What follows belongs to an exercise in optimizing a design on an open flow for small area, a short achievable clock period and few clock cycles per item; a production flow would make more cautious choices.
At most, simulation tests tie the RTL to the original design; equivalence was not proved.
Function not checked in run 2: the RTL went through the layout flow alone.

==> flow/design.v, too long to show whole: its modules and the start of the top module <==
// module window_fetch: 60 lines
// module conv_fa: 10 lines
// module conv_mac_k0: 293 lines
// module conv_mac_k1: 291 lines
// module max_pool: 20 lines
// module layer_ctrl: 154 lines
// module conv_top: 80 lines
module conv_top
#(
    parameter int IMG_BITS = 6    
) (
    input  wire               clk,
    input  wire               rst,
    input  wire               ready,
    input  conv_pkg::pix_t         idata,
    input  conv_pkg::pix_t         cdata_rd,
    output logic              busy,
    output logic              cwr,
    output logic              crd,
    output logic [conv_pkg::ADDR_W-1:0] iaddr,
    output logic [conv_pkg::ADDR_W-1:0] caddr_wr,
    output logic [conv_pkg::ADDR_W-1:0] caddr_rd,
    output conv_pkg::pix_t              cdata_wr,
    output logic [2:0]        csel
);
  // ...
==> flow/flow/run.sh <==
#!/bin/bash
# The standard layout (the standard.sh, unchanged synthesis and steps),
# with ORFS's repair_timing asked to reach a setup slack of 8.4 ns.
# The SDC and clock period are the standard flow's own.
set -euo pipefail
bash standard.sh SETUP_SLACK_MARGIN=8.4 finish > standard_run.log 2>&1
==> flow/standard.sh <==
#!/bin/bash
# synth_recipe.tcl (not shown) runs the flow's synth.tcl, then flattens the netlist and writes it again
# the make line also repeats each setting of config.mk as NAME=value (left out here)
make -C /OpenROAD-flow-scripts/flow DESIGN_CONFIG=/design/flow/config.mk WORK_HOME=/design/flow/orfs CLKGATE_MAP_FILE= SYNTH_SCRIPT=/design/flow/synth_recipe.tcl "${@:-finish}"
==> flow/config.mk <==
export PLATFORM = sky130hd
export DESIGN_NAME = conv_top
export DESIGN_NICKNAME = conv_top
export VERILOG_FILES = /design/flow/design.v
export SDC_FILE = /design/flow/constraint.sdc
export NUM_CORES = 4
export LEC_CHECK = 0
export CAP_MARGIN = 20
export CORE_MARGIN = 2
export CORE_UTILIZATION = 55
export CTS_CLUSTER_DIAMETER = 50
export CTS_CLUSTER_SIZE = 10
export SLEW_MARGIN = 20
export SYNTH_HIERARCHICAL = 1
export SYNTH_MINIMUM_KEEP_SIZE = 0
==> flow/constraint.sdc <==
create_clock -name core_clock -period 12.5 [get_ports {clk}]
set_input_delay 2.5000 -clock core_clock [delete_from_list [all_inputs] [get_ports {clk}]]
set_output_delay 2.5000 -clock core_clock [all_outputs]
set_load 0.01 [all_outputs]
==> flow_summary.yaml, run 1 <==
hold_path:
  worstHoldPathType: "flop to flop"
yosys:
  synth.largest_area_cell: "fa_1"
  synth-seq-cells: 688
  syn_inst: 3404
final_layout:
  nMultiInputCombCells: 2269
  final_cell_mix: "fa_1, dfxtp_1, inv_1"
  ff_latch_area_um2: 15000
  instances_no_fill: 4633
sta:
  relSlewSlack: 0.255
  setup_slack_ns: 8.48
clocking:
  cts_tree: "done"
  htreeDepth: 3
  postCtsHoldBufs: 0
  cts.sinks: 688
route:
  drtAntennaViolNets: 0
  wl_met1_um: 44100
  routed-wl-met3_um: 6110
  first_pass_iters: 5
  wl_um: 106000
  wl_met2_um: 52700
  vias_per_cell: 5.57
flow_run:
  max_cap_viol_count: 0
critical_path:
  crit_cells: 1
run_status:
  status: "complete, no violations"
die:
  tap_cells: 1070
  dieArea_um2: 85100
Testbench counts, summed over its fixed seeds: cycles 125,028, images 12.
==> module window_fetch, before the edit <==
module window_fetch (
    input  wire               clk,
    input  wire [4:0]         ph,        
    input  wire [5:0]         rb,        
    input  wire [6:0]         rj,        
    input  conv_pkg::pix_t    idata,
    output logic [conv_pkg::ADDR_W-1:0] iaddr,
    output logic [47:0]       nb         
);
    logic [4:0]  row_hi;
    logic        row_lo;
    logic        pad_d, pad_q;
    logic [19:0] u;
    logic [19:0] x1, x2, x3;
    logic [19:0] win [0:2][0:3];     
    always_comb begin
        row_hi = rb[4:0];
        row_lo = 1'b0;
        if (ph[0]) begin row_hi = rb[4:0] - 5'd1; row_lo = 1'b1; end
        if (ph[2]) row_lo = 1'b1;
        if (ph[3]) row_hi = rb[4:0] + 5'd1;
    end
    assign pad_d = rj[6] || (ph[0] && rb == 6'd0) || (ph[3] && rb == 6'd31);
    always_ff @(posedge clk) begin
        iaddr <= {row_hi, row_lo, rj[5:0]};
        pad_q <= pad_d;
    end
    assign u = pad_q ? 20'h80000 : {~idata[19], idata[18:0]};
    always_ff @(posedge clk) begin
        x1 <= u;
        x2 <= x1;
        x3 <= x2;
    end
    function automatic logic [19:0] rot(input logic [19:0] v);
        rot = {v[3:0], v[19:4]};
    endfunction
    always_ff @(posedge clk) begin
        for (int i = 0; i < 4; i++) begin
            if (ph[4]) begin
                win[0][i] <= rot(win[1][i]);
                win[1][i] <= rot(win[2][i]);
            end else begin
                win[0][i] <= rot(win[0][i]);
                win[1][i] <= rot(win[1][i]);
                win[2][i] <= rot(win[2][i]);
            end
        end
        if (ph[4]) begin
            win[2][0] <= x3;
            win[2][1] <= x2;
            win[2][2] <= x1;
            win[2][3] <= u;
        end
    end
    always_comb begin
        for (int i = 0; i < 4; i++)
            for (int j = 0; j < 3; j++)
                nb[4*(3*i+j) +: 4] = win[j][i][3:0];
    end
endmodule
==> module conv_mac_k0, before the edit <==
module conv_mac_k0 (
    input  wire        clk,
    input  wire [4:0]  ph,      
    input  wire [35:0] nib,     
    output logic [19:0] result  
);
    logic [18:0] acc_s, acc_c;    
    logic [3:0]  nib_s, nib_c;    
    logic        sc;              
    logic [22:0] vs, vc;       
    logic [22:0] ls, lc;       
    logic [458:1] w;
    logic        first;           
    always_ff @(posedge clk) first <= ph[4];
    wire kc3 = ph[4];
    wire kc4 = ph[4];
    wire kc5 = ph[4];
    wire kc7 = ph[4];
    wire kc10 = ph[4];
    wire kc12 = ph[4];
    wire kc13 = ph[4];
    wire kc15 = ph[4];
    wire kc16 = ph[4];
    wire kc18 = ph[4];
    wire kc19 = ph[4];
    conv_fa u_fa2 (.a(nib[7]), .b(nib[5]), .c(nib[9]), .s(w[1]), .co(w[2]));
    assign w[3] = nib[13] ^ nib[19];
    assign w[4] = nib[13] & nib[19];
    conv_fa u_fa6 (.a(nib[6]), .b(nib[4]), .c(nib[10]), .s(w[5]), .co(w[6]));
    conv_fa u_fa8 (.a(nib[14]), .b(nib[22]), .c(nib[20]), .s(w[7]), .co(w[8]));
    conv_fa u_fa10 (.a(nib[0]), .b(nib[7]), .c(nib[5]), .s(w[9]), .co(w[10]));
    conv_fa u_fa12 (.a(nib[11]), .b(nib[15]), .c(nib[23]), .s(w[11]), .co(w[12]));
    conv_fa u_fa14 (.a(nib[21]), .b(nib[31]), .c(nib[32]), .s(w[13]), .co(w[14]));
    conv_fa u_fa16 (.a(nib[1]), .b(nib[6]), .c(nib[8]), .s(w[15]), .co(w[16]));
    conv_fa u_fa18 (.a(nib[22]), .b(nib[20]), .c(nib[28]), .s(w[17]), .co(w[18]));
    assign w[19] = nib[33] ^ (acc_s[6] & ~first);
    assign w[20] = nib[33] & (acc_s[6] & ~first);
    conv_fa u_fa22 (.a(nib[2]), .b(nib[0]), .c(nib[7]), .s(w[21]), .co(w[22]));
    conv_fa u_fa24 (.a(nib[9]), .b(nib[23]), .c(nib[21]), .s(w[23]), .co(w[24]));
    conv_fa u_fa26 (.a(nib[29]), .b(nib[34]), .c((acc_s[7] & ~first)), .s(w[25]), .co(w[26]));
    conv_fa u_fa28 (.a(nib[3]), .b(nib[1]), .c(nib[10]), .s(w[27]), .co(w[28]));
    conv_fa u_fa30 (.a(nib[8]), .b(nib[22]), .c(nib[30]), .s(w[29]), .co(w[30]));
    assign w[31] = nib[2] ^ nib[11];
    assign w[32] = nib[2] & nib[11];
    conv_fa u_fa34 (.a(nib[1]), .b(nib[6]), .c(nib[4]), .s(w[33]), .co(w[34]));
    assign w[35] = nib[12] ^ nib[16];
    assign w[36] = nib[12] & nib[16];
    conv_fa u_fa38 (.a(nib[2]), .b(nib[0]), .c(nib[7]), .s(w[37]), .co(w[38]));
    conv_fa u_fa40 (.a(nib[5]), .b(nib[13]), .c(nib[17]), .s(w[39]), .co(w[40]));
    conv_fa u_fa42 (.a(nib[26]), .b(nib[24]), .c(nib[30]), .s(w[41]), .co(w[42]));
    conv_fa u_fa44 (.a(nib[3]), .b(nib[1]), .c(nib[6]), .s(w[43]), .co(w[44]));
    conv_fa u_fa46 (.a(nib[14]), .b(nib[18]), .c(nib[27]), .s(w[45]), .co(w[46]));
    assign w[47] = nib[25] ^ nib[31];
    assign w[48] = nib[25] & nib[31];
    conv_fa u_fa50 (.a(nib[2]), .b(nib[0]), .c(nib[7]), .s(w[49]), .co(w[50]));
    conv_fa u_fa52 (.a(nib[4]), .b(nib[8]), .c(nib[15]), .s(w[51]), .co(w[52]));
    conv_fa u_fa54 (.a(nib[19]), .b(nib[26]), .c((acc_s[15] | first)), .s(w[53]), .co(w[54]));
    conv_fa u_fa56 (.a(nib[11]), .b(nib[16]), .c(nib[23]), .s(w[55]), .co(w[56]));
    assign w[57] = (acc_c[15] & ~first) ^ ~nib[20];
    assign w[58] = (acc_c[15] & ~first) & ~nib[20];
    conv_fa u_fa60 (.a(nib[3]), .b(nib[1]), .c(nib[5]), .s(w[59]), .co(w[60]));
    conv_fa u_fa62 (.a(nib[9]), .b(nib[27]), .c((acc_s[16] & ~first)), .s(w[61]), .co(w[62]));
    assign w[63] = (acc_c[16] & ~first) ^ ~nib[17];
    assign w[64] = (acc_c[16] & ~first) & ~nib[17];
    conv_fa u_fa66 (.a(nib[6]), .b(nib[4]), .c(nib[8]), .s(w[65]), .co(w[66]));
    conv_fa u_fa68 (.a(nib[12]), .b(nib[18]), .c(nib[20]), .s(w[67]), .co(w[68]));
    conv_fa u_fa70 (.a(w[1]), .b(w[3]), .c(nib[21]), .s(w[69]), .co(w[70]));
    conv_fa u_fa72 (.a(nib[29]), .b(nib[35]), .c((acc_s[3] & ~first)), .s(w[71]), .co(w[72]));
    conv_fa u_fa74 (.a(nib[2]), .b(nib[11]), .c(nib[27]), .s(w[73]), .co(w[74]));
    conv_fa u_fa76 (.a(w[2]), .b(w[4]), .c(w[5]), .s(w[75]), .co(w[76]));
    conv_fa u_fa78 (.a(w[7]), .b(nib[30]), .c((acc_s[4] | first)), .s(w[77]), .co(w[78]));
    conv_fa u_fa80 (.a(nib[3]), .b(nib[16]), .c(nib[25]), .s(w[79]), .co(w[80]));
    assign w[81] = (acc_c[4] & ~first) ^ ~nib[28];
    assign w[82] = (acc_c[4] & ~first) & ~nib[28];
    conv_fa u_fa84 (.a(w[6]), .b(w[8]), .c(w[9]), .s(w[83]), .co(w[84]));
    conv_fa u_fa86 (.a(w[11]), .b(w[13]), .c((acc_s[5] & ~first)), .s(w[85]), .co(w[86]));
    conv_fa u_fa88 (.a(nib[17]), .b(nib[26]), .c(nib[24]), .s(w[87]), .co(w[88]));
    conv_fa u_fa90 (.a(nib[29]), .b(nib[34]), .c(~kc5), .s(w[89]), .co(w[90]));
    conv_fa u_fa92 (.a(w[10]), .b(w[12]), .c(w[14]), .s(w[91]), .co(w[92]));
    conv_fa u_fa94 (.a(w[15]), .b(w[17]), .c(w[19]), .s(w[93]), .co(w[94]));
    conv_fa u_fa96 (.a(nib[4]), .b(nib[18]), .c(nib[27]), .s(w[95]), .co(w[96]));
    conv_fa u_fa98 (.a(nib[25]), .b(nib[30]), .c(nib[35]), .s(w[97]), .co(w[98]));
    conv_fa u_fa100 (.a(w[16]), .b(w[18]), .c(w[20]), .s(w[99]), .co(w[100]));
    conv_fa u_fa102 (.a(w[21]), .b(w[23]), .c(w[25]), .s(w[101]), .co(w[102]));
    conv_fa u_fa104 (.a(nib[5]), .b(nib[19]), .c(nib[16]), .s(w[103]), .co(w[104]));
    conv_fa u_fa106 (.a(nib[26]), .b(nib[31]), .c(~kc7), .s(w[105]), .co(w[106]));
    conv_fa u_fa108 (.a(w[22]), .b(w[24]), .c(w[26]), .s(w[107]), .co(w[108]));
    conv_fa u_fa110 (.a(w[27]), .b(w[29]), .c(nib[35]), .s(w[109]), .co(w[110]));
    conv_fa u_fa112 (.a(nib[6]), .b(nib[4]), .c(nib[17]), .s(w[111]), .co(w[112]));
    conv_fa u_fa114 (.a((acc_s[8] | first)), .b((acc_c[8] & ~first)), .c(~nib[27]), .s(w[113]), .co(w[114]));
    conv_fa u_fa116 (.a(w[28]), .b(w[30]), .c(w[31]), .s(w[115]), .co(w[116]));
    conv_fa u_fa118 (.a(nib[9]), .b(nib[23]), .c(nib[31]), .s(w[117]), .co(w[118]));
    conv_fa u_fa120 (.a(nib[7]), .b(nib[5]), .c(nib[18]), .s(w[119]), .co(w[120]));
    conv_fa u_fa122 (.a((acc_s[9] & ~first)), .b((acc_c[9] & ~first)), .c(~nib[20]), .s(w[121]), .co(w[122]));
    conv_fa u_fa124 (.a(w[32]), .b(nib[3]), .c(nib[4]), .s(w[123]), .co(w[124]));
    conv_fa u_fa126 (.a(nib[10]), .b((acc_s[10] | first)), .c((acc_c[10] & ~first)), .s(w[125]), .co(w[126]));
    conv_fa u_fa128 (.a(nib[6]), .b(nib[8]), .c(nib[19]), .s(w[127]), .co(w[128]));
    conv_fa u_fa130 (.a(nib[21]), .b(nib[26]), .c(nib[32]), .s(w[129]), .co(w[130]));
    conv_fa u_fa132 (.a(nib[0]), .b(nib[5]), .c(nib[11]), .s(w[131]), .co(w[132]));
    conv_fa u_fa134 (.a(nib[24]), .b(nib[28]), .c((acc_s[11] | first)), .s(w[133]), .co(w[134]));
    conv_fa u_fa136 (.a(nib[7]), .b(nib[9]), .c(nib[22]), .s(w[135]), .co(w[136]));
    assign w[137] = (acc_c[11] & ~first) ^ ~nib[27];
    assign w[138] = (acc_c[11] & ~first) & ~nib[27];
    conv_fa u_fa140 (.a(w[33]), .b(w[35]), .c(nib[25]), .s(w[139]), .co(w[140]));
    conv_fa u_fa142 (.a(nib[29]), .b((acc_s[12] | first)), .c((acc_c[12] & ~first)), .s(w[141]), .co(w[142]));
    conv_fa u_fa144 (.a(nib[10]), .b(nib[8]), .c(nib[23]), .s(w[143]), .co(w[144]));
    conv_fa u_fa146 (.a(nib[20]), .b(nib[34]), .c(nib[32]), .s(w[145]), .co(w[146]));
    conv_fa u_fa148 (.a(w[34]), .b(w[36]), .c(w[37]), .s(w[147]), .co(w[148]));
    conv_fa u_fa150 (.a(w[39]), .b(w[41]), .c((acc_s[13] | first)), .s(w[149]), .co(w[150]));
    conv_fa u_fa152 (.a(nib[11]), .b(nib[9]), .c(nib[21]), .s(w[151]), .co(w[152]));
    conv_fa u_fa154 (.a(nib[35]), .b(nib[33]), .c(~kc13), .s(w[153]), .co(w[154]));
    conv_fa u_fa156 (.a(w[38]), .b(w[40]), .c(w[42]), .s(w[155]), .co(w[156]));
    conv_fa u_fa158 (.a(w[43]), .b(w[45]), .c(w[47]), .s(w[157]), .co(w[158]));
    conv_fa u_fa160 (.a(nib[10]), .b(nib[22]), .c(nib[28]), .s(w[159]), .co(w[160]));
    conv_fa u_fa162 (.a((acc_s[14] & ~first)), .b((acc_c[14] & ~first)), .c(~nib[34]), .s(w[161]), .co(w[162]));
    conv_fa u_fa164 (.a(w[44]), .b(w[46]), .c(w[48]), .s(w[163]), .co(w[164]));
    conv_fa u_fa166 (.a(w[49]), .b(w[51]), .c(w[53]), .s(w[165]), .co(w[166]));
    conv_fa u_fa168 (.a(w[55]), .b(nib[24]), .c(nib[29]), .s(w[167]), .co(w[168]));
    conv_fa u_fa170 (.a(nib[35]), .b(nib[33]), .c(~kc15), .s(w[169]), .co(w[170]));
    conv_fa u_fa172 (.a(w[50]), .b(w[52]), .c(w[54]), .s(w[171]), .co(w[172]));
    conv_fa u_fa174 (.a(w[58]), .b(w[59]), .c(w[61]), .s(w[173]), .co(w[174]));
    conv_fa u_fa176 (.a(w[56]), .b(nib[21]), .c(nib[25]), .s(w[175]), .co(w[176]));
    conv_fa u_fa178 (.a(nib[30]), .b(nib[34]), .c(~kc16), .s(w[177]), .co(w[178]));
    conv_fa u_fa180 (.a(w[60]), .b(w[62]), .c(w[64]), .s(w[179]), .co(w[180]));
    conv_fa u_fa182 (.a(nib[2]), .b(nib[6]), .c(nib[10]), .s(w[181]), .co(w[182]));
    conv_fa u_fa184 (.a(nib[18]), .b(nib[22]), .c(nib[26]), .s(w[183]), .co(w[184]));
    conv_fa u_fa186 (.a((acc_s[17] | first)), .b((acc_c[17] & ~first)), .c(~nib[31]), .s(w[185]), .co(w[186]));
    conv_fa u_fa188 (.a(nib[3]), .b(nib[7]), .c(nib[11]), .s(w[187]), .co(w[188]));
    conv_fa u_fa190 (.a(nib[19]), .b(nib[23]), .c(nib[27]), .s(w[189]), .co(w[190]));
    assign w[191] = nib[4] ^ nib[16];
    assign w[192] = nib[4] & nib[16];
    conv_fa u_fa194 (.a(nib[5]), .b(nib[17]), .c(nib[33]), .s(w[193]), .co(w[194]));
    assign w[195] = (acc_s[1] & ~first) ^ (acc_c[1] & ~first);
    assign w[196] = (acc_s[1] & ~first) & (acc_c[1] & ~first);
    conv_fa u_fa198 (.a(w[65]), .b(w[67]), .c(nib[28]), .s(w[197]), .co(w[198]));
    conv_fa u_fa200 (.a(nib[34]), .b((acc_s[2] | first)), .c((acc_c[2] & ~first)), .s(w[199]), .co(w[200]));
    assign w[201] = nib[1] ^ nib[10];
    assign w[202] = nib[1] | nib[10];
    conv_fa u_fa204 (.a(w[66]), .b(w[68]), .c(w[69]), .s(w[203]), .co(w[204]));
    conv_fa u_fa206 (.a(w[73]), .b(nib[24]), .c(nib[32]), .s(w[205]), .co(w[206]));
    conv_fa u_fa208 (.a(w[71]), .b((acc_c[3] & ~first)), .c(kc3), .s(w[207]), .co(w[208]));
    conv_fa u_fa210 (.a(w[70]), .b(w[72]), .c(w[75]), .s(w[209]), .co(w[210]));
    conv_fa u_fa212 (.a(w[74]), .b(w[79]), .c(nib[33]), .s(w[211]), .co(w[212]));
    conv_fa u_fa214 (.a(w[77]), .b(w[81]), .c(kc4), .s(w[213]), .co(w[214]));
    conv_fa u_fa216 (.a(w[76]), .b(w[78]), .c(w[82]), .s(w[215]), .co(w[216]));
    conv_fa u_fa218 (.a(w[83]), .b(w[85]), .c((acc_c[5] & ~first)), .s(w[217]), .co(w[218]));
    conv_fa u_fa220 (.a(w[80]), .b(w[87]), .c(w[89]), .s(w[219]), .co(w[220]));
    conv_fa u_fa222 (.a(w[84]), .b(w[86]), .c(w[91]), .s(w[221]), .co(w[222]));
    conv_fa u_fa224 (.a(w[88]), .b(w[90]), .c(w[95]), .s(w[223]), .co(w[224]));
    conv_fa u_fa226 (.a(w[93]), .b((acc_c[6] & ~first)), .c(~w[97]), .s(w[225]), .co(w[226]));
    conv_fa u_fa228 (.a(w[92]), .b(w[94]), .c(w[99]), .s(w[227]), .co(w[228]));
    conv_fa u_fa230 (.a(w[96]), .b(w[98]), .c(w[103]), .s(w[229]), .co(w[230]));
    conv_fa u_fa232 (.a(w[101]), .b((acc_c[7] & ~first)), .c(~w[105]), .s(w[231]), .co(w[232]));
    conv_fa u_fa234 (.a(w[100]), .b(w[102]), .c(w[107]), .s(w[233]), .co(w[234]));
    conv_fa u_fa236 (.a(w[104]), .b(w[106]), .c(w[111]), .s(w[235]), .co(w[236]));
    conv_fa u_fa238 (.a(w[109]), .b(w[113]), .c(~nib[24]), .s(w[237]), .co(w[238]));
    conv_fa u_fa240 (.a(w[108]), .b(w[110]), .c(w[114]), .s(w[239]), .co(w[240]));
    conv_fa u_fa242 (.a(w[115]), .b(w[117]), .c(w[121]), .s(w[241]), .co(w[242]));
    conv_fa u_fa244 (.a(w[112]), .b(w[119]), .c(nib[25]), .s(w[243]), .co(w[244]));
    conv_fa u_fa246 (.a(w[116]), .b(w[118]), .c(w[122]), .s(w[245]), .co(w[246]));
    conv_fa u_fa248 (.a(w[120]), .b(w[127]), .c(w[129]), .s(w[247]), .co(w[248]));
    conv_fa u_fa250 (.a(w[123]), .b(w[125]), .c(kc10), .s(w[249]), .co(w[250]));
    conv_fa u_fa252 (.a(w[124]), .b(w[126]), .c(w[131]), .s(w[251]), .co(w[252]));
    conv_fa u_fa254 (.a(w[128]), .b(w[130]), .c(w[135]), .s(w[253]), .co(w[254]));
    conv_fa u_fa256 (.a(w[133]), .b(w[137]), .c(~nib[33]), .s(w[255]), .co(w[256]));
    conv_fa u_fa258 (.a(w[132]), .b(w[134]), .c(w[138]), .s(w[257]), .co(w[258]));
    conv_fa u_fa260 (.a(w[136]), .b(w[143]), .c(w[145]), .s(w[259]), .co(w[260]));
    conv_fa u_fa262 (.a(w[139]), .b(w[141]), .c(kc12), .s(w[261]), .co(w[262]));
    conv_fa u_fa264 (.a(w[140]), .b(w[142]), .c(w[147]), .s(w[263]), .co(w[264]));
    conv_fa u_fa266 (.a(w[144]), .b(w[146]), .c(w[151]), .s(w[265]), .co(w[266]));
    conv_fa u_fa268 (.a(w[149]), .b((acc_c[13] & ~first)), .c(~w[153]), .s(w[267]), .co(w[268]));
    conv_fa u_fa270 (.a(w[148]), .b(w[150]), .c(w[155]), .s(w[269]), .co(w[270]));
    conv_fa u_fa272 (.a(w[152]), .b(w[154]), .c(w[159]), .s(w[271]), .co(w[272]));
    conv_fa u_fa274 (.a(w[157]), .b(w[161]), .c(~nib[32]), .s(w[273]), .co(w[274]));
    conv_fa u_fa276 (.a(w[156]), .b(w[158]), .c(w[162]), .s(w[275]), .co(w[276]));
    conv_fa u_fa278 (.a(w[163]), .b(w[165]), .c(w[57]), .s(w[277]), .co(w[278]));
    conv_fa u_fa280 (.a(w[160]), .b(w[167]), .c(w[169]), .s(w[279]), .co(w[280]));
    conv_fa u_fa282 (.a(w[164]), .b(w[166]), .c(w[171]), .s(w[281]), .co(w[282]));
    conv_fa u_fa284 (.a(w[168]), .b(w[170]), .c(w[175]), .s(w[283]), .co(w[284]));
    conv_fa u_fa286 (.a(w[173]), .b(w[63]), .c(~w[177]), .s(w[285]), .co(w[286]));
    conv_fa u_fa288 (.a(w[172]), .b(w[174]), .c(w[179]), .s(w[287]), .co(w[288]));
    conv_fa u_fa290 (.a(w[176]), .b(w[178]), .c(w[183]), .s(w[289]), .co(w[290]));
    conv_fa u_fa292 (.a(w[181]), .b(w[185]), .c(~nib[35]), .s(w[291]), .co(w[292]));
    conv_fa u_fa294 (.a(w[180]), .b(w[182]), .c(w[186]), .s(w[293]), .co(w[294]));
    conv_fa u_fa296 (.a(w[187]), .b((acc_s[18] & ~first)), .c((acc_c[18] & ~first)), .s(w[295]), .co(w[296]));
    conv_fa u_fa298 (.a(w[184]), .b(w[189]), .c(~kc18), .s(w[297]), .co(w[298]));
    conv_fa u_fa300 (.a(w[191]), .b(nib[32]), .c((acc_s[0] & ~first)), .s(w[299]), .co(w[300]));
    conv_fa u_fa302 (.a(w[192]), .b(w[193]), .c(w[195]), .s(w[301]), .co(w[302]));
    assign w[303] = nib[0] ^ nib[9];
    assign w[304] = nib[0] | nib[9];
    conv_fa u_fa306 (.a(w[194]), .b(w[196]), .c(w[197]), .s(w[305]), .co(w[306]));
    conv_fa u_fa308 (.a(w[199]), .b(w[201]), .c(~nib[26]), .s(w[307]), .co(w[308]));
    conv_fa u_fa310 (.a(w[198]), .b(w[200]), .c(w[203]), .s(w[309]), .co(w[310]));
    conv_fa u_fa312 (.a(~w[207]), .b(w[202]), .c(w[205]), .s(w[311]), .co(w[312]));
    conv_fa u_fa314 (.a(w[204]), .b(w[208]), .c(w[209]), .s(w[313]), .co(w[314]));
    conv_fa u_fa316 (.a(~w[213]), .b(w[206]), .c(w[211]), .s(w[315]), .co(w[316]));
    conv_fa u_fa318 (.a(w[210]), .b(w[214]), .c(w[215]), .s(w[317]), .co(w[318]));
    conv_fa u_fa320 (.a(~w[217]), .b(w[212]), .c(w[219]), .s(w[319]), .co(w[320]));
    conv_fa u_fa322 (.a(w[216]), .b(w[218]), .c(w[221]), .s(w[321]), .co(w[322]));
    conv_fa u_fa324 (.a(~w[225]), .b(w[220]), .c(w[223]), .s(w[323]), .co(w[324]));
    conv_fa u_fa326 (.a(w[222]), .b(w[226]), .c(w[227]), .s(w[325]), .co(w[326]));
    conv_fa u_fa328 (.a(~w[231]), .b(w[224]), .c(w[229]), .s(w[327]), .co(w[328]));
    conv_fa u_fa330 (.a(w[228]), .b(w[232]), .c(w[233]), .s(w[329]), .co(w[330]));
    conv_fa u_fa332 (.a(~w[237]), .b(w[230]), .c(w[235]), .s(w[331]), .co(w[332]));
    conv_fa u_fa334 (.a(w[234]), .b(w[238]), .c(w[239]), .s(w[333]), .co(w[334]));
    conv_fa u_fa336 (.a(~w[241]), .b(w[236]), .c(w[243]), .s(w[335]), .co(w[336]));
    conv_fa u_fa338 (.a(w[240]), .b(w[242]), .c(w[245]), .s(w[337]), .co(w[338]));
    conv_fa u_fa340 (.a(~w[249]), .b(w[244]), .c(w[247]), .s(w[339]), .co(w[340]));
    conv_fa u_fa342 (.a(w[246]), .b(w[250]), .c(w[251]), .s(w[341]), .co(w[342]));
    conv_fa u_fa344 (.a(~w[255]), .b(w[248]), .c(w[253]), .s(w[343]), .co(w[344]));
    conv_fa u_fa346 (.a(w[252]), .b(w[256]), .c(w[257]), .s(w[345]), .co(w[346]));
    conv_fa u_fa348 (.a(~w[261]), .b(w[254]), .c(w[259]), .s(w[347]), .co(w[348]));
    conv_fa u_fa350 (.a(w[258]), .b(w[262]), .c(w[263]), .s(w[349]), .co(w[350]));
    conv_fa u_fa352 (.a(~w[267]), .b(w[260]), .c(w[265]), .s(w[351]), .co(w[352]));
    conv_fa u_fa354 (.a(w[264]), .b(w[268]), .c(w[269]), .s(w[353]), .co(w[354]));
    conv_fa u_fa356 (.a(~w[273]), .b(w[266]), .c(w[271]), .s(w[355]), .co(w[356]));
    conv_fa u_fa358 (.a(w[270]), .b(w[274]), .c(w[275]), .s(w[357]), .co(w[358]));
    conv_fa u_fa360 (.a(~w[277]), .b(w[272]), .c(w[279]), .s(w[359]), .co(w[360]));
    conv_fa u_fa362 (.a(w[276]), .b(w[278]), .c(w[281]), .s(w[361]), .co(w[362]));
    conv_fa u_fa364 (.a(~w[285]), .b(w[280]), .c(w[283]), .s(w[363]), .co(w[364]));
    conv_fa u_fa366 (.a(w[282]), .b(w[286]), .c(w[287]), .s(w[365]), .co(w[366]));
    conv_fa u_fa368 (.a(~w[291]), .b(w[284]), .c(w[289]), .s(w[367]), .co(w[368]));
    conv_fa u_fa370 (.a(w[288]), .b(w[292]), .c(w[293]), .s(w[369]), .co(w[370]));
    conv_fa u_fa372 (.a(~w[295]), .b(w[290]), .c(w[297]), .s(w[371]), .co(w[372]));
    conv_fa u_fa374 (.a(w[294]), .b(w[296]), .c(w[188]), .s(w[373]), .co(w[374]));
    conv_fa u_fa376 (.a(w[298]), .b(w[190]), .c(~kc19), .s(w[375]), .co(w[376]));
    assign w[377] = w[299] ^ (acc_c[0] & ~first);
    assign w[378] = w[299] & (acc_c[0] & ~first);
    conv_fa u_fa380 (.a(w[300]), .b(w[301]), .c(w[303]), .s(w[379]), .co(w[380]));
    conv_fa u_fa382 (.a(w[302]), .b(w[305]), .c(w[307]), .s(w[381]), .co(w[382]));
    conv_fa u_fa384 (.a(w[306]), .b(w[308]), .c(w[309]), .s(w[383]), .co(w[384]));
    conv_fa u_fa386 (.a(w[310]), .b(w[313]), .c(~w[312]), .s(w[385]), .co(w[386]));
    conv_fa u_fa388 (.a(w[314]), .b(w[317]), .c(~w[316]), .s(w[387]), .co(w[388]));
    conv_fa u_fa390 (.a(w[318]), .b(w[321]), .c(~w[320]), .s(w[389]), .co(w[390]));
    conv_fa u_fa392 (.a(w[322]), .b(w[325]), .c(~w[324]), .s(w[391]), .co(w[392]));
    conv_fa u_fa394 (.a(w[326]), .b(w[329]), .c(~w[328]), .s(w[393]), .co(w[394]));
    conv_fa u_fa396 (.a(w[330]), .b(w[333]), .c(~w[332]), .s(w[395]), .co(w[396]));
    conv_fa u_fa398 (.a(w[334]), .b(w[337]), .c(~w[336]), .s(w[397]), .co(w[398]));
    conv_fa u_fa400 (.a(w[338]), .b(w[341]), .c(~w[340]), .s(w[399]), .co(w[400]));
    conv_fa u_fa402 (.a(w[342]), .b(w[345]), .c(~w[344]), .s(w[401]), .co(w[402]));
    conv_fa u_fa404 (.a(w[346]), .b(w[349]), .c(~w[348]), .s(w[403]), .co(w[404]));
    conv_fa u_fa406 (.a(w[350]), .b(w[353]), .c(~w[352]), .s(w[405]), .co(w[406]));
    conv_fa u_fa408 (.a(w[354]), .b(w[357]), .c(~w[356]), .s(w[407]), .co(w[408]));
    conv_fa u_fa410 (.a(w[358]), .b(w[361]), .c(~w[360]), .s(w[409]), .co(w[410]));
    conv_fa u_fa412 (.a(w[362]), .b(w[365]), .c(~w[364]), .s(w[411]), .co(w[412]));
    conv_fa u_fa414 (.a(w[366]), .b(w[369]), .c(~w[368]), .s(w[413]), .co(w[414]));
    conv_fa u_fa416 (.a(w[370]), .b(w[373]), .c(~w[372]), .s(w[415]), .co(w[416]));
    assign w[417] = w[377] ^ ~nib[8];
    assign w[418] = w[377] & ~nib[8];
    conv_fa u_fa420 (.a(w[378]), .b(w[379]), .c(~nib[25]), .s(w[419]), .co(w[420]));
    conv_fa u_fa422 (.a(w[380]), .b(w[381]), .c(~w[304]), .s(w[421]), .co(w[422]));
    conv_fa u_fa424 (.a(w[382]), .b(w[383]), .c(~w[311]), .s(w[423]), .co(w[424]));
    conv_fa u_fa426 (.a(w[384]), .b(w[385]), .c(~w[315]), .s(w[425]), .co(w[426]));
    conv_fa u_fa428 (.a(w[386]), .b(w[387]), .c(~w[319]), .s(w[427]), .co(w[428]));
    conv_fa u_fa430 (.a(w[388]), .b(w[389]), .c(~w[323]), .s(w[429]), .co(w[430]));
    conv_fa u_fa432 (.a(w[390]), .b(w[391]), .c(~w[327]), .s(w[431]), .co(w[432]));
    conv_fa u_fa434 (.a(w[392]), .b(w[393]), .c(~w[331]), .s(w[433]), .co(w[434]));
    conv_fa u_fa436 (.a(w[394]), .b(w[395]), .c(~w[335]), .s(w[435]), .co(w[436]));
    conv_fa u_fa438 (.a(w[396]), .b(w[397]), .c(~w[339]), .s(w[437]), .co(w[438]));
    conv_fa u_fa440 (.a(w[398]), .b(w[399]), .c(~w[343]), .s(w[439]), .co(w[440]));
    conv_fa u_fa442 (.a(w[400]), .b(w[401]), .c(~w[347]), .s(w[441]), .co(w[442]));
    conv_fa u_fa444 (.a(w[402]), .b(w[403]), .c(~w[351]), .s(w[443]), .co(w[444]));
    conv_fa u_fa446 (.a(w[404]), .b(w[405]), .c(~w[355]), .s(w[445]), .co(w[446]));
    conv_fa u_fa448 (.a(w[406]), .b(w[407]), .c(~w[359]), .s(w[447]), .co(w[448]));
    conv_fa u_fa450 (.a(w[408]), .b(w[409]), .c(~w[363]), .s(w[449]), .co(w[450]));
    conv_fa u_fa452 (.a(w[410]), .b(w[411]), .c(~w[367]), .s(w[451]), .co(w[452]));
    conv_fa u_fa454 (.a(w[412]), .b(w[413]), .c(~w[371]), .s(w[453]), .co(w[454]));
    conv_fa u_fa456 (.a(w[414]), .b(w[415]), .c(~w[375]), .s(w[455]), .co(w[456]));
    conv_fa u_fa458 (.a(w[416]), .b(w[374]), .c(~w[376]), .s(w[457]), .co(w[458]));
    assign vs = {1'b0, w[458], w[456], w[454], w[452], w[450], w[448], w[446], w[444], w[442], w[440], w[438], w[436], w[434], w[432], w[430], w[428], w[426], w[424], w[422], w[420], w[418], w[417]};
    assign vc = {1'b0, 1'b0, w[457], w[455], w[453], w[451], w[449], w[447], w[445], w[443], w[441], w[439], w[437], w[435], w[433], w[431], w[429], w[427], w[425], w[423], w[421], w[419], nib[24]};
    assign ls = vs ^ 23'b00000000000000000000000;
    assign lc = vc ^ 23'b00000000000000000000001;
    localparam logic [18:0] PS = 19'b0000000000000000000;
    localparam logic [18:0] PC = 19'b0000000000000000000;
    logic [4:0]  lo;
    logic [15:0] hi;
    logic [19:0] fin;
    logic [15:0] ha_s, ha_c;
    assign ha_s = acc_s[15:0] ^ PS[15:0];
    assign ha_c = acc_c[15:0] ^ PC[15:0];
    assign lo  = {1'b0, nib_s} + {1'b0, nib_c} + {4'b0, sc};
    assign hi  = ha_s + ha_c + {15'b0, lo[4]};
    assign fin = {hi, lo[3:0]};
    always_ff @(posedge clk) begin
        acc_s <= ls[22:4] ^ PS;
        acc_c <= lc[22:4] ^ PC;
        nib_s <= ls[3:0];
        nib_c <= lc[3:0];
        sc    <= first ? 1'b0 : lo[4];
        if (first) result <= fin[19] ? '0 : fin;
    end
endmodule
==> module max_pool, before the edit <==
module max_pool (
    input  wire          clk,
    input  wire          upd,       
    input  wire          kern,      
    input  wire          first,     
    input  wire  [19:0]  v,
    output logic [19:0]  m0,
    output logic [19:0]  m1
);
    logic [19:0] m;
    logic        take;
    assign m    = kern ? m1 : m0;
    assign take = first || (v > m);
    always_ff @(posedge clk) begin
        if (upd && take) begin
            if (kern) m1 <= v;
            else      m0 <= v;
        end
    end
endmodule
==> module layer_ctrl, before the edit <==
module layer_ctrl (
    input  wire               clk,
    input  wire               rst,
    input  wire               ready,
    input  wire  [19:0]       r0,
    input  wire  [19:0]       r1,
    input  wire  [19:0]       r2,
    input  wire  [19:0]       r3,
    input  wire  [19:0]       m0,
    input  wire  [19:0]       m1,
    output logic [4:0]        ph,
    output logic [5:0]        rb,           
    output logic [6:0]        rj,           
    output logic              pool_upd,     
    output logic              pool_kern,
    output logic              pool_first,
    output logic [19:0]       rq,
    output logic              busy,
    output logic              cwr,
    output logic              crd,
    output logic [conv_pkg::ADDR_W-1:0] caddr_wr,
    output logic [conv_pkg::ADDR_W-1:0] caddr_rd,
    output conv_pkg::pix_t              cdata_wr,
    output logic [2:0]        csel
);
    logic        run;
    logic [5:0]  wb;
    logic [6:0]  wj;
    logic        last;
    assign last = (wb == 6'd31) && wj[6] && ph[2];
    always_ff @(posedge clk or posedge rst) begin
        if (rst) begin
            run  <= 1'b0;
            busy <= 1'b0;
        end else if (!run) begin
            if (ready) begin
                run  <= 1'b1;
                busy <= 1'b1;
            end
        end else if (last) begin
            run  <= 1'b0;
            busy <= 1'b0;
        end
    end
    logic [4:0]  ph_d;
    logic [5:0]  wb_d;
    logic [6:0]  wj_d;
    assign ph_d = run ? {ph[3:0], ph[4]} : 5'b00001;
    always_comb begin
        wb_d = wb;
        wj_d = wj;
        if (!run) begin
            wb_d = 6'd63;
            wj_d = 7'd60;
        end else if (ph[0]) begin
            if (wj[6]) begin
                wj_d = '0;
                wb_d = wb + 6'd1;
            end else begin
                wj_d = wj + 7'd1;
            end
        end
    end
    always_ff @(posedge clk) begin
        ph <= ph_d;
        wb <= wb_d;
        wj <= wj_d;
        if (!run) begin
            rb <= 6'd63;
            rj <= 7'd64;
        end else if (ph[4]) begin
            if (rj[6]) begin
                rj <= '0;
                rb <= rb + 6'd1;
            end else begin
                rj <= rj + 7'd1;
            end
        end
    end
    logic        vs;         
    logic        vr;         
    logic        vp;         
    logic        even_d;
    logic [1:0]  q_d;        
    logic        res_d, p0_d, p1_d;
    assign vs     = !wb_d[5];
    assign vr     = vs && !wj_d[6];
    assign vp     = vs && (wj_d != 7'd0);
    assign even_d = ~wj_d[0];
    always_comb begin
        res_d = 1'b0;
        p0_d  = 1'b0;
        p1_d  = 1'b0;
        q_d   = 2'd0;
        if (even_d) begin
            case (1'b1)
                ph_d[1]: p1_d = vp;
                ph_d[2]: begin res_d = vr; q_d = 2'd0; end
                ph_d[3]: begin res_d = vr; q_d = 2'd1; end
                ph_d[4]: begin res_d = vr; q_d = 2'd2; end
                default: begin res_d = vr; q_d = 2'd3; end
            endcase
        end else begin
            case (1'b1)
                ph_d[1]: begin res_d = vr; q_d = 2'd0; end
                ph_d[2]: begin res_d = vr; q_d = 2'd1; end
                ph_d[3]: begin res_d = vr; q_d = 2'd2; end
                ph_d[4]: begin res_d = vr; q_d = 2'd3; end
                default: p0_d = vr;
            endcase
        end
    end
    logic        wr_res, wr_p0, wr_p1, first;
    logic [1:0]  q;
    logic [3:0]  sel;
    always_ff @(posedge clk) begin
        wr_res <= res_d;
        wr_p0  <= p0_d;
        wr_p1  <= p1_d;
        q      <= q_d;
        first  <= even_d && !q_d[1];
        sel    <= {4{res_d}} & (4'b0001 << q_d);
    end
    assign rq = ({20{sel[0]}} & r0) | ({20{sel[1]}} & r1) |
                ({20{sel[2]}} & r2) | ({20{sel[3]}} & r3);
    assign pool_upd   = run && wr_res;
    assign pool_kern  = q[0];
    assign pool_first = first;
    logic [4:0] bc1;         
    assign bc1 = wj[5:1] - 5'd1;
    always_ff @(posedge clk or posedge rst) begin
        if (rst)
            cwr <= 1'b0;
        else
            cwr <= run && (wr_res || wr_p0 || wr_p1);
    end
    always_ff @(posedge clk) begin
        if (wr_p1) begin
            csel     <= conv_pkg::SEL_L1_K1;
            caddr_wr <= {2'b00, wb[4:0], bc1};
            cdata_wr <= m1;
        end else if (wr_p0) begin
            csel     <= conv_pkg::SEL_L1_K0;
            caddr_wr <= {2'b00, wb[4:0], wj[5:1]};
            cdata_wr <= m0;
        end else begin
            csel     <= q[0] ? conv_pkg::SEL_L0_K1 : conv_pkg::SEL_L0_K0;
            caddr_wr <= {wb[4:0], q[1], wj[5:0]};
            cdata_wr <= rq;
        end
    end
    assign crd      = 1'b0;
    assign caddr_rd = '0;
endmodule
==> module conv_top, before the edit <==
module conv_top
#(
    parameter int IMG_BITS = 6    
) (
    input  wire               clk,
    input  wire               rst,
    input  wire               ready,
    input  conv_pkg::pix_t         idata,
    input  conv_pkg::pix_t         cdata_rd,
    output logic              busy,
    output logic              cwr,
    output logic              crd,
    output logic [conv_pkg::ADDR_W-1:0] iaddr,
    output logic [conv_pkg::ADDR_W-1:0] caddr_wr,
    output logic [conv_pkg::ADDR_W-1:0] caddr_rd,
    output conv_pkg::pix_t              cdata_wr,
    output logic [2:0]        csel
);
    logic [4:0]  ph;
    logic [5:0]  rb;
    logic [6:0]  rj;
    logic        pool_upd, pool_kern, pool_first;
    logic [19:0] rq;
    logic [47:0] nb;
    logic [35:0] nib_top;
    logic [35:0] nib_bot;
    logic [19:0] r0, r1, r2, r3;
    logic [19:0] m0, m1;
    layer_ctrl u_layer_ctrl (
        .clk      (clk),
        .rst      (rst),
        .ready    (ready),
        .r0       (r0),
        .r1       (r1),
        .r2       (r2),
        .r3       (r3),
        .m0       (m0),
        .m1       (m1),
        .ph       (ph),
        .rb       (rb),
        .rj       (rj),
        .pool_upd   (pool_upd),
        .pool_kern  (pool_kern),
        .pool_first (pool_first),
        .rq         (rq),
        .busy     (busy),
        .cwr      (cwr),
        .crd      (crd),
        .caddr_wr (caddr_wr),
        .caddr_rd (caddr_rd),
        .cdata_wr (cdata_wr),
        .csel     (csel)
    );
    window_fetch u_window_fetch (
        .clk   (clk),
        .ph    (ph),
        .rb    (rb),
        .rj    (rj),
        .idata (idata),
        .iaddr (iaddr),
        .nb    (nb)
    );
    assign nib_top = nb[35:0];
    assign nib_bot = nb[47:12];
    conv_mac_k0 u_mac_k0_top (.clk(clk), .ph(ph), .nib(nib_top), .result(r0));
    conv_mac_k1 u_mac_k1_top (.clk(clk), .ph(ph), .nib(nib_top), .result(r1));
    conv_mac_k0 u_mac_k0_bot (.clk(clk), .ph(ph), .nib(nib_bot), .result(r2));
    conv_mac_k1 u_mac_k1_bot (.clk(clk), .ph(ph), .nib(nib_bot), .result(r3));
    max_pool u_max_pool (
        .clk   (clk),
        .upd   (pool_upd),
        .kern  (pool_kern),
        .first (pool_first),
        .v     (rq),
        .m0    (m0),
        .m1    (m1)
    );
    logic unused_rd;
    assign unused_rd = ^cdata_rd;
endmodule
==> run 2: changes to the inputs <==
--- a/flow/design.v
+++ b/flow/design.v
@@ -14,24 +14,26 @@
 `default_nettype none
 module window_fetch (
     input  wire               clk,
     input  wire [4:0]         ph,        
     input  wire [5:0]         rb,        
     input  wire [6:0]         rj,        
     input  conv_pkg::pix_t    idata,
     output logic [conv_pkg::ADDR_W-1:0] iaddr,
-    output logic [47:0]       nb         
+    output logic [91:0]       s0,        
+    output logic [91:0]       s1,
+    output logic [91:0]       s2,
+    output logic [91:0]       s3
 );
     logic [4:0]  row_hi;
     logic        row_lo;
     logic        pad_d, pad_q;
     logic [19:0] u;
     logic [19:0] x1, x2, x3;
-    logic [19:0] win [0:2][0:3];     
     always_comb begin
         row_hi = rb[4:0];
         row_lo = 1'b0;
         if (ph[0]) begin row_hi = rb[4:0] - 5'd1; row_lo = 1'b1; end
         if (ph[2]) row_lo = 1'b1;
         if (ph[3]) row_hi = rb[4:0] + 5'd1;
     end
     assign pad_d = rj[6] || (ph[0] && rb == 6'd0) || (ph[3] && rb == 6'd31);
@@ -40,41 +42,24 @@
         pad_q <= pad_d;
     end
     assign u = pad_q ? 20'h80000 : {~idata[19], idata[18:0]};
     always_ff @(posedge clk) begin
         x1 <= u;
         x2 <= x1;
         x3 <= x2;
     end
-    function automatic logic [19:0] rot(input logic [19:0] v);
-        rot = {v[3:0], v[19:4]};
+    function automatic logic [91:0] step(input logic [91:0] s, input logic ld, input logic [19:0] px);
+        step = {ld ? px : {4'b0000, s[91:76]}, s[75:4]};
     endfunction
     always_ff @(posedge clk) begin
-        for (int i = 0; i < 4; i++) begin
-            if (ph[4]) begin
-                win[0][i] <= rot(win[1][i]);
-                win[1][i] <= rot(win[2][i]);
-            end else begin
-                win[0][i] <= rot(win[0][i]);
-                win[1][i] <= rot(win[1][i]);
-                win[2][i] <= rot(win[2][i]);
-            end
-        end
-        if (ph[4]) begin
-            win[2][0] <= x3;
-            win[2][1] <= x2;
-            win[2][2] <= x1;
-            win[2][3] <= u;
-        end
-    end
-    always_comb begin
-        for (int i = 0; i < 4; i++)
-            for (int j = 0; j < 3; j++)
-                nb[4*(3*i+j) +: 4] = win[j][i][3:0];
+        s0 <= step(s0, ph[4], x3);
+        s1 <= step(s1, ph[4], x2);
+        s2 <= step(s2, ph[4], x1);
+        s3 <= step(s3, ph[4], u);
     end
 endmodule
 `default_nettype wire
 `default_nettype none
 module conv_fa (
     input  wire a,
     input  wire b,
     input  wire c,
@@ -363,23 +348,23 @@
     logic [15:0] hi;
     logic [19:0] fin;
     logic [15:0] ha_s, ha_c;
     assign ha_s = acc_s[15:0] ^ PS[15:0];
     assign ha_c = acc_c[15:0] ^ PC[15:0];
     assign lo  = {1'b0, nib_s} + {1'b0, nib_c} + {4'b0, sc};
     assign hi  = ha_s + ha_c + {15'b0, lo[4]};
     assign fin = {hi, lo[3:0]};
+    assign result = fin;
     always_ff @(posedge clk) begin
         acc_s <= ls[22:4] ^ PS;
         acc_c <= lc[22:4] ^ PC;
         nib_s <= ls[3:0];
         nib_c <= lc[3:0];
         sc    <= first ? 1'b0 : lo[4];
-        if (first) result <= fin[19] ? '0 : fin;
     end
 endmodule
 module conv_mac_k1 (
     input  wire        clk,
     input  wire [4:0]  ph,      
     input  wire [35:0] nib,     
     output logic [19:0] result  
 );
@@ -654,200 +639,170 @@
     logic [15:0] hi;
     logic [19:0] fin;
     logic [15:0] ha_s, ha_c;
     assign ha_s = acc_s[15:0] ^ PS[15:0];
     assign ha_c = acc_c[15:0] ^ PC[15:0];
     assign lo  = {1'b0, nib_s} + {1'b0, nib_c} + {4'b0, sc};
     assign hi  = ha_s + ha_c + {15'b0, lo[4]};
     assign fin = {hi, lo[3:0]};
+    assign result = fin;
     always_ff @(posedge clk) begin
         acc_s <= ls[22:4] ^ PS;
         acc_c <= lc[22:4] ^ PC;
         nib_s <= ls[3:0];
         nib_c <= lc[3:0];
         sc    <= first ? 1'b0 : lo[4];
-        if (first) result <= fin[19] ? '0 : fin;
     end
 endmodule
 `default_nettype wire
 `default_nettype none
 module max_pool (
     input  wire          clk,
     input  wire          upd,       
     input  wire          kern,      
     input  wire          first,     
+    input  wire          pk,        
     input  wire  [19:0]  v,
     output logic [19:0]  m0,
-    output logic [19:0]  m1
+    output logic [19:0]  pk1
 );
+    logic [19:0] m1;
     logic [19:0] m;
     logic        take;
     assign m    = kern ? m1 : m0;
     assign take = first || (v > m);
     always_ff @(posedge clk) begin
-        if (upd && take) begin
-            if (kern) m1 <= v;
-            else      m0 <= v;
+        if (upd) begin
+            if (pk)
+                pk1 <= take ? v : m1;
+            else if (take) begin
+                if (kern) m1 <= v;
+                else      m0 <= v;
+            end
         end
     end
 endmodule
 `default_nettype wire
 `default_nettype none
 module layer_ctrl (
     input  wire               clk,
     input  wire               rst,
     input  wire               ready,
-    input  wire  [19:0]       r0,
+    input  wire  [19:0]       r0,           
     input  wire  [19:0]       r1,
     input  wire  [19:0]       r2,
     input  wire  [19:0]       r3,
-    input  wire  [19:0]       m0,
-    input  wire  [19:0]       m1,
     output logic [4:0]        ph,
     output logic [5:0]        rb,           
     output logic [6:0]        rj,           
-    output logic              pool_upd,     
-    output logic              pool_kern,
-    output logic              pool_first,
-    output logic [19:0]       rq,
     output logic              busy,
     output logic              cwr,
     output logic              crd,
     output logic [conv_pkg::ADDR_W-1:0] caddr_wr,
     output logic [conv_pkg::ADDR_W-1:0] caddr_rd,
     output conv_pkg::pix_t              cdata_wr,
     output logic [2:0]        csel
 );
     logic        run;
     logic [5:0]  wb;
     logic [6:0]  wj;
     logic        last;
-    assign last = (wb == 6'd31) && wj[6] && ph[2];
+    assign last = (wb == 6'd32) && ph[0];
     always_ff @(posedge clk or posedge rst) begin
         if (rst) begin
             run  <= 1'b0;
             busy <= 1'b0;
         end else if (!run) begin
             if (ready) begin
                 run  <= 1'b1;
                 busy <= 1'b1;
             end
         end else if (last) begin
             run  <= 1'b0;
             busy <= 1'b0;
         end
     end
-    logic [4:0]  ph_d;
-    logic [5:0]  wb_d;
-    logic [6:0]  wj_d;
-    assign ph_d = run ? {ph[3:0], ph[4]} : 5'b00001;
-    always_comb begin
-        wb_d = wb;
-        wj_d = wj;
-        if (!run) begin
-            wb_d = 6'd63;
-            wj_d = 7'd60;
-        end else if (ph[0]) begin
-            if (wj[6]) begin
-                wj_d = '0;
-                wb_d = wb + 6'd1;
-            end else begin
-                wj_d = wj + 7'd1;
-            end
-        end
-    end
     always_ff @(posedge clk) begin
-        ph <= ph_d;
-        wb <= wb_d;
-        wj <= wj_d;
         if (!run) begin
+            ph <= 5'b00001;
             rb <= 6'd63;
             rj <= 7'd64;
-        end else if (ph[4]) begin
-            if (rj[6]) begin
-                rj <= '0;
-                rb <= rb + 6'd1;
-            end else begin
-                rj <= rj + 7'd1;
-            end
-        end
-    end
-    logic        vs;         
-    logic        vr;         
-    logic        vp;         
-    logic        even_d;
-    logic [1:0]  q_d;        
-    logic        res_d, p0_d, p1_d;
-    assign vs     = !wb_d[5];
-    assign vr     = vs && !wj_d[6];
-    assign vp     = vs && (wj_d != 7'd0);
-    assign even_d = ~wj_d[0];
-    always_comb begin
-        res_d = 1'b0;
-        p0_d  = 1'b0;
-        p1_d  = 1'b0;
-        q_d   = 2'd0;
-        if (even_d) begin
-            case (1'b1)
-                ph_d[1]: p1_d = vp;
-                ph_d[2]: begin res_d = vr; q_d = 2'd0; end
-                ph_d[3]: begin res_d = vr; q_d = 2'd1; end
-                ph_d[4]: begin res_d = vr; q_d = 2'd2; end
-                default: begin res_d = vr; q_d = 2'd3; end
-            endcase
+            wb <= 6'd63;
+            wj <= 7'd60;
         end else begin
-            case (1'b1)
-                ph_d[1]: begin res_d = vr; q_d = 2'd0; end
-                ph_d[2]: begin res_d = vr; q_d = 2'd1; end
-                ph_d[3]: begin res_d = vr; q_d = 2'd2; end
-                ph_d[4]: begin res_d = vr; q_d = 2'd3; end
-                default: p0_d = vr;
-            endcase
+            ph <= {ph[3:0], ph[4]};
+            if (ph[4]) begin
+                if (rj[6]) begin
+                    rj <= '0;
+                    rb <= rb + 6'd1;
+                end else begin
+                    rj <= rj + 7'd1;
+                end
+                if (wj[6]) begin
+                    wj <= '0;
+                    wb <= wb + 6'd1;
+                end else begin
+                    wj <= wj + 7'd1;
+                end
+            end
         end
     end
-    logic        wr_res, wr_p0, wr_p1, first;
+    logic        vs, vr, odd;
+    logic        res, p0, p1;
     logic [1:0]  q;
-    logic [3:0]  sel;
-    always_ff @(posedge clk) begin
-        wr_res <= res_d;
-        wr_p0  <= p0_d;
-        wr_p1  <= p1_d;
-        q      <= q_d;
-        first  <= even_d && !q_d[1];
-        sel    <= {4{res_d}} & (4'b0001 << q_d);
-    end
-    assign rq = ({20{sel[0]}} & r0) | ({20{sel[1]}} & r1) |
-                ({20{sel[2]}} & r2) | ({20{sel[3]}} & r3);
-    assign pool_upd   = run && wr_res;
-    assign pool_kern  = q[0];
-    assign pool_first = first;
-    logic [4:0] bc1;         
+    logic [19:0] rv;
+    logic [19:0] m0, pk1;
+    logic [4:0]  bc1;
+    assign vs  = run && !wb[5];
+    assign vr  = vs && !wj[6];
+    assign odd = wj[0];
+    assign res = vr && !ph[4];
+    assign p0  = vr && ph[4] && odd;
+    assign p1  = vs && ph[4] && !odd && (wj != 7'd0);
+    assign q   = {ph[2] | ph[3], ph[1] | ph[3]};
     assign bc1 = wj[5:1] - 5'd1;
+    always_comb begin
+        rv = ({20{ph[0]}} & r0) | ({20{ph[1]}} & r1) | ({20{ph[2]}} & r2) | ({20{ph[3]}} & r3);
+        if (rv[19]) rv = '0;    
+    end
     always_ff @(posedge clk or posedge rst) begin
         if (rst)
             cwr <= 1'b0;
         else
-            cwr <= run && (wr_res || wr_p0 || wr_p1);
+            cwr <= res || p0 || p1;
     end
     always_ff @(posedge clk) begin
-        if (wr_p1) begin
-            csel     <= conv_pkg::SEL_L1_K1;
-            caddr_wr <= {2'b00, wb[4:0], bc1};
-            cdata_wr <= m1;
-        end else if (wr_p0) begin
-            csel     <= conv_pkg::SEL_L1_K0;
-            caddr_wr <= {2'b00, wb[4:0], wj[5:1]};
-            cdata_wr <= m0;
+        if (ph[4]) begin
+            csel     <= odd ? conv_pkg::SEL_L1_K0 : conv_pkg::SEL_L1_K1;
+            caddr_wr <= {2'b00, wb[4:0], odd ? wj[5:1] : bc1};
+            cdata_wr <= odd ? m0 : pk1;
         end else begin
             csel     <= q[0] ? conv_pkg::SEL_L0_K1 : conv_pkg::SEL_L0_K0;
             caddr_wr <= {wb[4:0], q[1], wj[5:0]};
-            cdata_wr <= rq;
+            cdata_wr <= rv;
         end
     end
+    logic upd_q, kern_q, first_q, pk_q;
+    always_ff @(posedge clk) begin
+        upd_q   <= res;
+        kern_q  <= q[0];
+        first_q <= !odd && !q[1];
+        pk_q    <= odd && (q == 2'd3);
+    end
+    max_pool u_max_pool (
+        .clk   (clk),
+        .upd   (upd_q),
+        .kern  (kern_q),
+        .first (first_q),
+        .pk    (pk_q),
+        .v     (cdata_wr),
+        .m0    (m0),
+        .pk1   (pk1)
+    );
     assign crd      = 1'b0;
     assign caddr_rd = '0;
 endmodule
 `default_nettype wire
 `default_nettype none
 module conv_top
 #(
     parameter int IMG_BITS = 6    
@@ -864,68 +819,59 @@
     output logic [conv_pkg::ADDR_W-1:0] caddr_wr,
     output logic [conv_pkg::ADDR_W-1:0] caddr_rd,
     output conv_pkg::pix_t              cdata_wr,
     output logic [2:0]        csel
 );
     logic [4:0]  ph;
     logic [5:0]  rb;
     logic [6:0]  rj;
-    logic        pool_upd, pool_kern, pool_first;
-    logic [19:0] rq;
-    logic [47:0] nb;
-    logic [35:0] nib_top;
-    logic [35:0] nib_bot;
-    logic [19:0] r0, r1, r2, r3;
-    logic [19:0] m0, m1;
+    logic [91:0] s [0:3];
+    logic [35:0] nib [0:3];
+    logic [19:0] r [0:3];
+    logic [4:0]  lph [0:3];
+    always_comb begin
+        for (int j = 0; j < 4; j++) begin
+            for (int t = 0; t < 9; t++)
+                nib[j][4*t +: 4] = s[t / 3 + j / 2][12 + 20 * (t % 3) - 4 * j +: 4];
+            for (int d = 0; d < 5; d++)
+                lph[j][d] = ph[(d + j) % 5];
+        end
+    end
     layer_ctrl u_layer_ctrl (
         .clk      (clk),
         .rst      (rst),
         .ready    (ready),
-        .r0       (r0),
-        .r1       (r1),
-        .r2       (r2),
-        .r3       (r3),
-        .m0       (m0),
-        .m1       (m1),
+        .r0       (r[0]),
+        .r1       (r[1]),
+        .r2       (r[2]),
+        .r3       (r[3]),
         .ph       (ph),
         .rb       (rb),
         .rj       (rj),
-        .pool_upd   (pool_upd),
-        .pool_kern  (pool_kern),
-        .pool_first (pool_first),
-        .rq         (rq),
         .busy     (busy),
         .cwr      (cwr),
         .crd      (crd),
         .caddr_wr (caddr_wr),
         .caddr_rd (caddr_rd),
         .cdata_wr (cdata_wr),
         .csel     (csel)
     );
     window_fetch u_window_fetch (
         .clk   (clk),
         .ph    (ph),
         .rb    (rb),
         .rj    (rj),
         .idata (idata),
         .iaddr (iaddr),
-        .nb    (nb)
-    );
-    assign nib_top = nb[35:0];
-    assign nib_bot = nb[47:12];
-    conv_mac_k0 u_mac_k0_top (.clk(clk), .ph(ph), .nib(nib_top), .result(r0));
-    conv_mac_k1 u_mac_k1_top (.clk(clk), .ph(ph), .nib(nib_top), .result(r1));
-    conv_mac_k0 u_mac_k0_bot (.clk(clk), .ph(ph), .nib(nib_bot), .result(r2));
-    conv_mac_k1 u_mac_k1_bot (.clk(clk), .ph(ph), .nib(nib_bot), .result(r3));
-    max_pool u_max_pool (
-        .clk   (clk),
-        .upd   (pool_upd),
-        .kern  (pool_kern),
-        .first (pool_first),
-        .v     (rq),
-        .m0    (m0),
-        .m1    (m1)
+        .s0    (s[0]),
+        .s1    (s[1]),
+        .s2    (s[2]),
+        .s3    (s[3])
     );
+    conv_mac_k0 u_mac_k0_top (.clk(clk), .ph(lph[0]), .nib(nib[0]), .result(r[0]));
+    conv_mac_k1 u_mac_k1_top (.clk(clk), .ph(lph[1]), .nib(nib[1]), .result(r[1]));
+    conv_mac_k0 u_mac_k0_bot (.clk(clk), .ph(lph[2]), .nib(nib[2]), .result(r[2]));
+    conv_mac_k1 u_mac_k1_bot (.clk(clk), .ph(lph[3]), .nib(nib[3]), .result(r[3]));
     logic unused_rd;
     assign unused_rd = ^cdata_rd;
 endmodule
 `default_nettype wire
==> flow/flow/run.sh (replaced) <==
#!/bin/bash
# The standard layout (the standard.sh, unchanged synthesis and steps),
# with ORFS's repair_timing asked to reach a setup slack of 8.6 ns.
# The SDC and clock period are the standard flow's own.
set -euo pipefail
bash standard.sh SETUP_SLACK_MARGIN=8.6 finish > standard_run.log 2>&1
==> flow/config.mk (replaced) <==
export PLATFORM = sky130hd
export DESIGN_NAME = conv_top
export DESIGN_NICKNAME = conv_top
export VERILOG_FILES = /design/flow/design.v
export SDC_FILE = /design/flow/constraint.sdc
export NUM_CORES = 4
export LEC_CHECK = 0
export CAP_MARGIN = 20
export CORE_MARGIN = 2
export CORE_UTILIZATION = 55
export CTS_CLUSTER_DIAMETER = 200
export CTS_CLUSTER_SIZE = 20
export SLEW_MARGIN = 20
export SYNTH_HIERARCHICAL = 1
export SYNTH_MINIMUM_KEEP_SIZE = 0
==> flow_summary.yaml, run 2 <==
die:
  core_um2: 77600
  die_h_um: 284
  die_x_um: 284
  rows: 102
  boundaryPins: 105
  dieArea_um2: 80800
  start_util: 0.557
clocking:
  htreeDepth: 2
  clkLatencyLatePin_ns: 0.62
  cts_tree: "done"
  worst_setup_hold_path_clk_slew_ns: 0.09
  cts_buffer_depth: 3
  cts.sinks: 746
  numCtsBuffers: 43
  cts_root_buf: "clkbuf_16"
critical_path:
  ff2ff_setup_slack_ns: 8.41
  worstPathArrival_ns: 4.56
  r2r_end: "u_layer_ctrl.cdata_wr[18]$_DFF_P_"
  startpoint: "u_mac_k0_top.nib_c[0]$_DFF_P_"
  cp-start-kind: "flop"
  criticalPathCategory: "flop to flop"
  worstPathMaxFanout: 4
  r2r_cells: 16
  required_ns: 12.97
  end_kind: "flop"
  cp-endpoint: "u_layer_ctrl.cdata_wr[18]$_DFF_P_"
  r2r_start: "u_mac_k0_top.nib_c[0]$_DFF_P_"
global_route:
  grt_overflow: 0
  grt_pass1_vias: 26200
  antenna_found_initial: 1
  grt_usage: 0.268
  grt_first_pass_wirelength_um: 160000
  grt_max_degree: 71
place:
  placed_cells: 4166
  pre_cts_ws_ns: 7.91
  routabilityCongestion: 0.893
  io_buffers: 71
  hpwl_um: 79100
sta:
  fin_skew_ns: 0.0254
  final.setup.tns_ns: 0
  relSlewSlack: 0.311
  worst_slew_pin_slew_ns: 1.03
  fmax_ghz: 0.245
  hold_viol: 0
  period_share: 0.327
  min_period_ns: 4.09
  rsz0062_at_grt: "true"
  drv_slew: 0
  setup_violations: 0
  setup_slack_ns: 8.41
yosys:
  yosysWarnings: 18
  syn_area_per_cell_um2: 13.9
  syn_area_um2: 43200
  syn_inst: 3103
route:
  first_pass_iters: 5
  wl_per_cell_um: 24.6
  dr_total_vias: 23200
  drt_iter0_markers: 1504
  drc: 0
  vias_per_cell: 5.45
  drtAntennaViolNets: 0
  wl_um: 105000
final_layout:
  final_nets: 4265
  multiInputGateArea_um2: 26400
  final_common_cell: "fa_1"
  layout-drive-gt1-share: 0.141
  ff_latch_area_um2: 15700
  area_delta_synth_final_pct: 8.82
  instances_no_fill: 4251
  top_regs: "u_window_fetch.s1 x92, u_window_fetch.s2 x92, u_window_fetch.s3 x92"
  fill_cells: 6173
  final_cell_mix: "fa_1, dfxtp_1, inv_1"
run_status:
  status: "complete, no violations"
flow_run:
  max_cap_viol_count: 0
hold_path:
  hold_path_depth: 0
  worstHoldPathType: "flop to flop"
-- run 2: final cells by class --
cell class	instances	area share
antenna	2	0.000106
clock buffer	50	0.0234
clock inverter	4	0.00152
inverter	311	0.0248
multi-input combinational	1967	0.561
sequential	746	0.335
tap	1040	0.0277
timing repair buffer	131	0.0270
-- run 2: routing by layer --
metal  up-vias  routed length, µm  global-route usage
met3       140               7200              0.0625
li1      10100                  -                   -
met1     12300              43000               0.358
met5         -                  0                   0
met2       638              51800               0.444
met4         0               2680              0.0682
-- run 2: worst min path at each step --
stage	startpoint	end
floorplan	u_window_fetch.s0[16]$_DFF_P_	u_window_fetch.s0[12]$_DFF_P_
global placement	u_window_fetch.s1[62]$_DFF_P_	u_window_fetch.s1[58]$_DFF_P_
detailed placement	u_window_fetch.s0[16]$_DFF_P_	u_window_fetch.s0[12]$_DFF_P_
CTS	u_window_fetch.s3[35]$_DFF_P_	u_window_fetch.s3[31]$_DFF_P_
global route	u_window_fetch.s3[8]$_DFF_P_	u_window_fetch.s3[4]$_DFF_P_
finish	u_window_fetch.s3[35]$_DFF_P_	u_window_fetch.s3[31]$_DFF_P_
-- run 2: stage by stage --
step	hold slack, ns	instance area, µm²	util
2_1_floorplan	0.310	43300	-
3_3_place_gp	0.310	45000	0.579
3_5_place_dp	0.312	45000	0.580
4_1_cts	0.319	46600	0.600
5_1_grt	0.315	47000	0.606
6_report	0.317	47000	0.606
-- run 2: worst max-delay path: stages, from the launching register on --
cell and delay [ns]:
dfxtp_2 0.33, inv_2 0.07, fa_2 0.21, inv_2 0.05, fa_2 0.33, a21o_1 0.16, a21o_1 0.17, fa_2 0.35
fa_2 0.35, a21o_1 0.22, a221o_1 0.37, a31oi_1 0.22, mux2i_1 0.24, nand3_2 0.19, a22o_4 0.33, a221oi_4 0.23
o22ai_1 0.11
-- run 2: timing repair --
item / CTS / global route
hold buffers: 0 / 0
endpoints found under the hold margin: 0 / 0
resized for setup: 191 / 92
cloned: 1 / 3
setup endpoints to repair: 162 / 84
setup buffers: 12 / 13
pin swaps: 39 / 47

what the ideal ports hide:
No port has a modelled driver above. Below, the same layouts with a new extraction and two added sets of constraints. Step 1 assumes that a clkbuf_16 drives the clock port and a buf_2 every other input. Step 2, shift: input delay + t, output delay - t, t = (earliest + latest rising clock arrival at the registers) / 2. This alone moves slack from input paths to output paths. Three values: ideal ports, drivers, drivers and shift; two values: the first two.
| run | t (ns) | setup WS [ns] | worst slew at a driven data input, ns |
|---|---|---|---|
| run 1 | 0.719 | 8.478 / 8.411 / 8.490 | 0.04 |
| run 2 | 0.672 | 8.415 / 8.415 / 8.415 | 0.04 |
After both steps setup and hold are still met in every run listed.
